From an optimization exercise on the open Yosys and OpenROAD flow, aimed at small area; shortcuts taken in it are not production practice.
RTL that was checked went through simulation tests only; none was proved equivalent to the original.
Power and IR drop assume default switching activity.

==> job 9743 <==
## servo_pwm_with_nibble_command_link_top
module servo_pwm_with_nibble_command_link_top #(
    parameter int SERVO_COUNT = 3
) (
    input  logic                              clk,
    input  logic                              rst_n,
    input  logic                              in_valid,
    output logic                              in_stall,
    input  logic [spwm_pkg::NIB_W-1:0]        port_nibble,
    output logic                              out_valid,
    input  logic                              out_stall,
    output logic [spwm_pkg::PWM_W-1:0]        pwm_levels,
    output logic [spwm_pkg::CLAW_W-1:0]       claw_event,
    output logic                              frame_error,
    input  logic                              cfg_valid,
    output logic                              cfg_ready,
    input  logic [spwm_pkg::REG_IDX_W-1:0]    cfg_index,
    input  logic [spwm_pkg::CNT_W-1:0]        cfg_data
);
    function automatic logic ge16(input logic [15:0] x, input logic [15:0] y);
        logic c;
        c = 1'b1;
        for (int i = 0; i < 16; i++)
            c = (x[i] & ~y[i]) | ((x[i] | ~y[i]) & c);
        ge16 = c;
    endfunction
    function automatic logic ge9(input logic [8:0] x, input logic [8:0] y);
        logic c;
        c = 1'b1;
        for (int i = 0; i < 9; i++)
            c = (x[i] & ~y[i]) | ((x[i] | ~y[i]) & c);
        ge9 = c;
    endfunction
    function automatic logic ges10(input logic [9:0] x, input logic [9:0] y);
  ...
==> flow/config.mk <==
export PLATFORM = sky130hd
export DESIGN_NAME = servo_pwm_with_nibble_command_link_top
export DESIGN_NICKNAME = servo_pwm_with_nibble_command_link_top
export VERILOG_FILES = /design/flow/design.v
export SDC_FILE = /design/flow/constraint.sdc
export NUM_CORES = 4
export LEC_CHECK = 0
export ABC_AREA = 1
export CAP_MARGIN = 20
export CORE_MARGIN = 2
export CORE_UTILIZATION = 40
export CTS_BUF_LIST = sky130_fd_sc_hd__clkbuf_8
export SLEW_MARGIN = 20
==> flow/constraint.sdc <==
create_clock -name core_clock -period 12.0 [get_ports {clk}]
set_input_delay 2.4000 -clock core_clock [delete_from_list [all_inputs] [get_ports {clk}]]
set_output_delay 2.4000 -clock core_clock [all_outputs]
set_load 0.01 [all_outputs]
standard.sh (not shown) runs the stock make flow with config.mk's settings and CLKGATE_MAP_FILE= SYNTH_SCRIPT=/design/flow/synth_recipe.tcl, a recipe that flattens the netlist after the stock synthesis.
==> flow/flow/run.sh <==
#!/bin/bash
set -euo pipefail
W=$(pwd)
RES=orfs/results/${FLOW_PLATFORM}/servo_pwm_with_nibble_command_link_top/base
export AREA_ABC_SCRIPT=$W/flow/abc_area.script

# reference: the standard synthesis, in a folder of its own
sed "s|WORK_HOME=[^ ]*|WORK_HOME=$W/ref|" standard.sh > ref_standard.sh
bash ref_standard.sh synth > synth_ref.log 2>&1

# the area synthesis and the rest of the layout
sed "s|SYNTH_SCRIPT=[^ ]*|SYNTH_SCRIPT=$W/flow/synth_area.tcl|" standard.sh > area_standard.sh
bash area_standard.sh synth > synth_area.log 2>&1

python3 flow/flops.py ref/results/${FLOW_PLATFORM}/servo_pwm_with_nibble_command_link_top/base/1_2_yosys.v > flops_ref.txt
python3 flow/flops.py $RES/1_2_yosys.v > flops_area.txt
if ! cmp -s flops_ref.txt flops_area.txt || [ ! -s flops_ref.txt ]; then
  echo "flip-flops differ from the standard synthesis; using the standard netlist" | tee fallback.txt
  rm -f $RES/1_synth.odb $RES/1_synth.sdc
  cp ref/results/${FLOW_PLATFORM}/servo_pwm_with_nibble_command_link_top/base/1_2_yosys.v $RES/1_2_yosys.v
  bash area_standard.sh synth > synth_fallback.log 2>&1
fi

bash area_standard.sh "BUFFER_PORTS_ARGS=-buffer_cell sky130_fd_sc_hd__buf_1" finish > layout.log 2>&1
==> flow/flow/abc_area.script <==
strash
&get -n
&deepsyn -T 90
&put
strash
dch -f
map -a
strash
dch -f
amap
topo
==> flow/flow/flops.py <==
# Lists a netlist's flip-flops as "name celltype" (drive strength removed), sorted.
import re, sys
cells = []
for line in open(sys.argv[1]):
    m = re.match(r'\s*(sky130_fd_sc_hd__(?:df|edf|sdf|dl)\w*?)(?:_\d+)?\s+(\S+)\s*\(', line)
    if m:
        cells.append(f"{m.group(2)} {m.group(1)}")
print("\n".join(sorted(cells)))
==> flow/flow/synth_area.tcl <==
# The standard synthesis script (synth_recipe.tcl), with two changes: the final ABC
# technology mapping runs an area-oriented script (flow/abc_area.script) in place of
# ORFS's timing-driven one, and only full adders (not half adders) are extracted as adder
# cells. Registers and their names are untouched by these steps.
proc synth {args} { yosys synth -nofsm -noshare {*}$args }
proc abc {args} {
  set i [lsearch -exact $args -script]
  if { $i >= 0 } { lset args [expr {$i + 1}] $::env(AREA_ABC_SCRIPT) }
  yosys abc {*}$args
}
proc extract_fa {args} { yosys extract_fa -fa }
source $::env(SCRIPTS_DIR)/synth.tcl
# left out here: clear keep_hierarchy, flatten, clean up, hide names made inside functions, write 1_2_yosys.v
==> job 4345: changes against job 9743 <==
--- a/flow/design.v
+++ b/flow/design.v
@@ -105,11 +105,11 @@
     logic [3:0]  slew_interval_reg;
     logic [15:0] period_top, pulse_offset, pulse_limit, quiet_low, quiet_high;
     logic [6:0]  deadband, slew_step;
     logic [3:0]  slew_interval;
     assign period_top    = period_top_reg    ^ RST_PERIOD_TOP;
-    assign pulse_offset  = pulse_offset_reg  ^ RST_PULSE_OFFSET;
+    assign pulse_offset  = ~pulse_offset_reg;
     assign pulse_limit   = pulse_limit_reg   ^ RST_PULSE_LIMIT;
     assign deadband      = deadband_reg      ^ RST_DEADBAND;
     assign slew_step     = slew_step_reg     ^ RST_SLEW_STEP;
     assign slew_interval = slew_interval_reg ^ RST_SLEW_INTERVAL;
     assign quiet_low     = quiet_low_reg     ^ RST_QUIET_LOW;
@@ -224,12 +224,12 @@
         logic [2:0] r;
         logic [3:0] s;
         c = 1'b1;
         for (int i = 0; i < 16; i++)
         begin
-            dif[i] = count_reg[i] ^ ~pulse_offset[i] ^ c;
-            c = (count_reg[i] & ~pulse_offset[i]) | ((count_reg[i] | ~pulse_offset[i]) & c);
+            dif[i] = count_reg[i] ^ pulse_offset_reg[i] ^ c;
+            c = (count_reg[i] & pulse_offset_reg[i]) | ((count_reg[i] | pulse_offset_reg[i]) & c);
         end
         dif[16] = c;
         dif_big = |dif[15:12];
         r = dif[11:9];
         quo[8] = r[2] & (r[1] | r[0]);
@@ -351,11 +351,11 @@
     always_ff @(posedge clk or negedge rst_n)
     begin
         if (!rst_n)
         begin
             period_top_reg    <= '0;
-            pulse_offset_reg  <= '0;
+            pulse_offset_reg  <= ~RST_PULSE_OFFSET;
             pulse_limit_reg   <= '0;
             deadband_reg      <= '0;
             slew_step_reg     <= '0;
             slew_interval_reg <= '0;
             quiet_low_reg     <= '0;
@@ -363,11 +363,11 @@
         end
         else if (cfg_valid)
         begin
             case (cfg_index)
                 3'd0: period_top_reg    <= cfg_data ^ RST_PERIOD_TOP;
-                3'd1: pulse_offset_reg  <= cfg_data ^ RST_PULSE_OFFSET;
+                3'd1: pulse_offset_reg  <= ~cfg_data;
                 3'd2: pulse_limit_reg   <= cfg_data ^ RST_PULSE_LIMIT;
                 3'd3: deadband_reg      <= cfg_data[6:0] ^ RST_DEADBAND;
                 3'd4: slew_step_reg     <= cfg_data[6:0] ^ RST_SLEW_STEP;
                 3'd5: slew_interval_reg <= cfg_data[3:0] ^ RST_SLEW_INTERVAL;
                 3'd6: quiet_low_reg     <= cfg_data ^ RST_QUIET_LOW;
Settings changed: CORE_UTILIZATION 40 to 65.
==> comparison table <==
Outcome: job 9743 complete, no violations; job 4345 complete, no violations
Layout overhead on the synthesized area: job 9743 10.95%; job 4345 8.648%
Arrival time reported for the critical path endpoint: job 9743 11.62 ns; job 4345 11.52 ns
Maximum clock frequency: job 9743 0.08886 GHz; job 4345 0.08947 GHz
Met3 global-route usage: job 9743 3.056%; job 4345 6.054%
Share of the synthesized netlist area taken by xor and xnor gates: job 9743 0.08139%; job 4345 0%
Endpoint, Worst Hold: job 9743 old_reg[5]; job 4345 pulse_offset_reg[11]
Worst hold slack after final layout: job 9743 0.5108 ns; job 4345 0.5156 ns
Max-Slew Margin vs Limit: job 9743 42.76%; job 4345 34.89%
Mean Syn Cell Area: job 9743 8.828 um2; job 4345 8.852 um2
Hold Path Stages: job 9743 0; job 4345 2
Fill cell instance count of the final layout: job 9743 2578; job 4345 1247
Fraction of the mapped netlist area in simple logic gates: job 9743 13.39%; job 4345 13.27%
Number of cells produced by synthesis: job 9743 1219; job 4345 1211
Number of global-route vias before repair: job 9743 8902; job 4345 8969
Met3 wire length: job 9743 1206 um; job 4345 1689 um
Total Power: job 9743 3.515 mW; job 4345 3.718 mW
PostCTS Resize Cnt: job 9743 1; job 4345 0
Period utilisation layout: job 9743 93.78%; job 4345 93.14%
Final Instance Count excl. Fillers: job 9743 1642; job 4345 1501
Via density per instance: job 9743 5.610; job 4345 6.259
Insertion delay of the later-clocked pin in the worst-skew pair: job 9743 0.49 ns; job 4345 0.47 ns
Switching share of power: job 9743 49.62%; job 4345 50.32%
Initial core utilization: job 9743 40.38%; job 4345 67.00%
Tap Cells: job 9743 341; job 4345 216
Total number of vias: job 9743 9212; job 4345 9395
Clock Pin Slew Worst Setup and Hold Paths: job 9743 0.11 ns; job 4345 0.09 ns
No functional check of the RTL was part of job 4345.

## separate check: timing with driven ports
The flow's constraints put no driver on any port. The routed layouts listed below were extracted and timed again, unchanged, in two steps. Step 1 sets driving cells, clkbuf_16 on the clock port and buf_2 on the other inputs (assumed; they add their load-dependent delay and slew). Step 2, shift: input delay + t, output delay - t, t = (earliest + latest rising clock arrival at the registers) / 2. This alone moves slack from input paths to output paths. Three values: no drivers, after step 1, after step 2; two values: the first two.
run | shift t [ns] | setup slack, ns | worst setup path after step 2 | worst slew at a driven data input, ns
job 9743 | 0.524 | 0.746 / 0.746 / 0.548 | input to register | 0.04
job 4345 | 0.500 | 0.823 / 0.823 / 0.778 | input to register | 0.03
After both steps every run listed still meets setup and hold. The setup slack of job 9743, which loses most, moves by 0.000 ns with the drivers and by -0.198 ns with both steps.
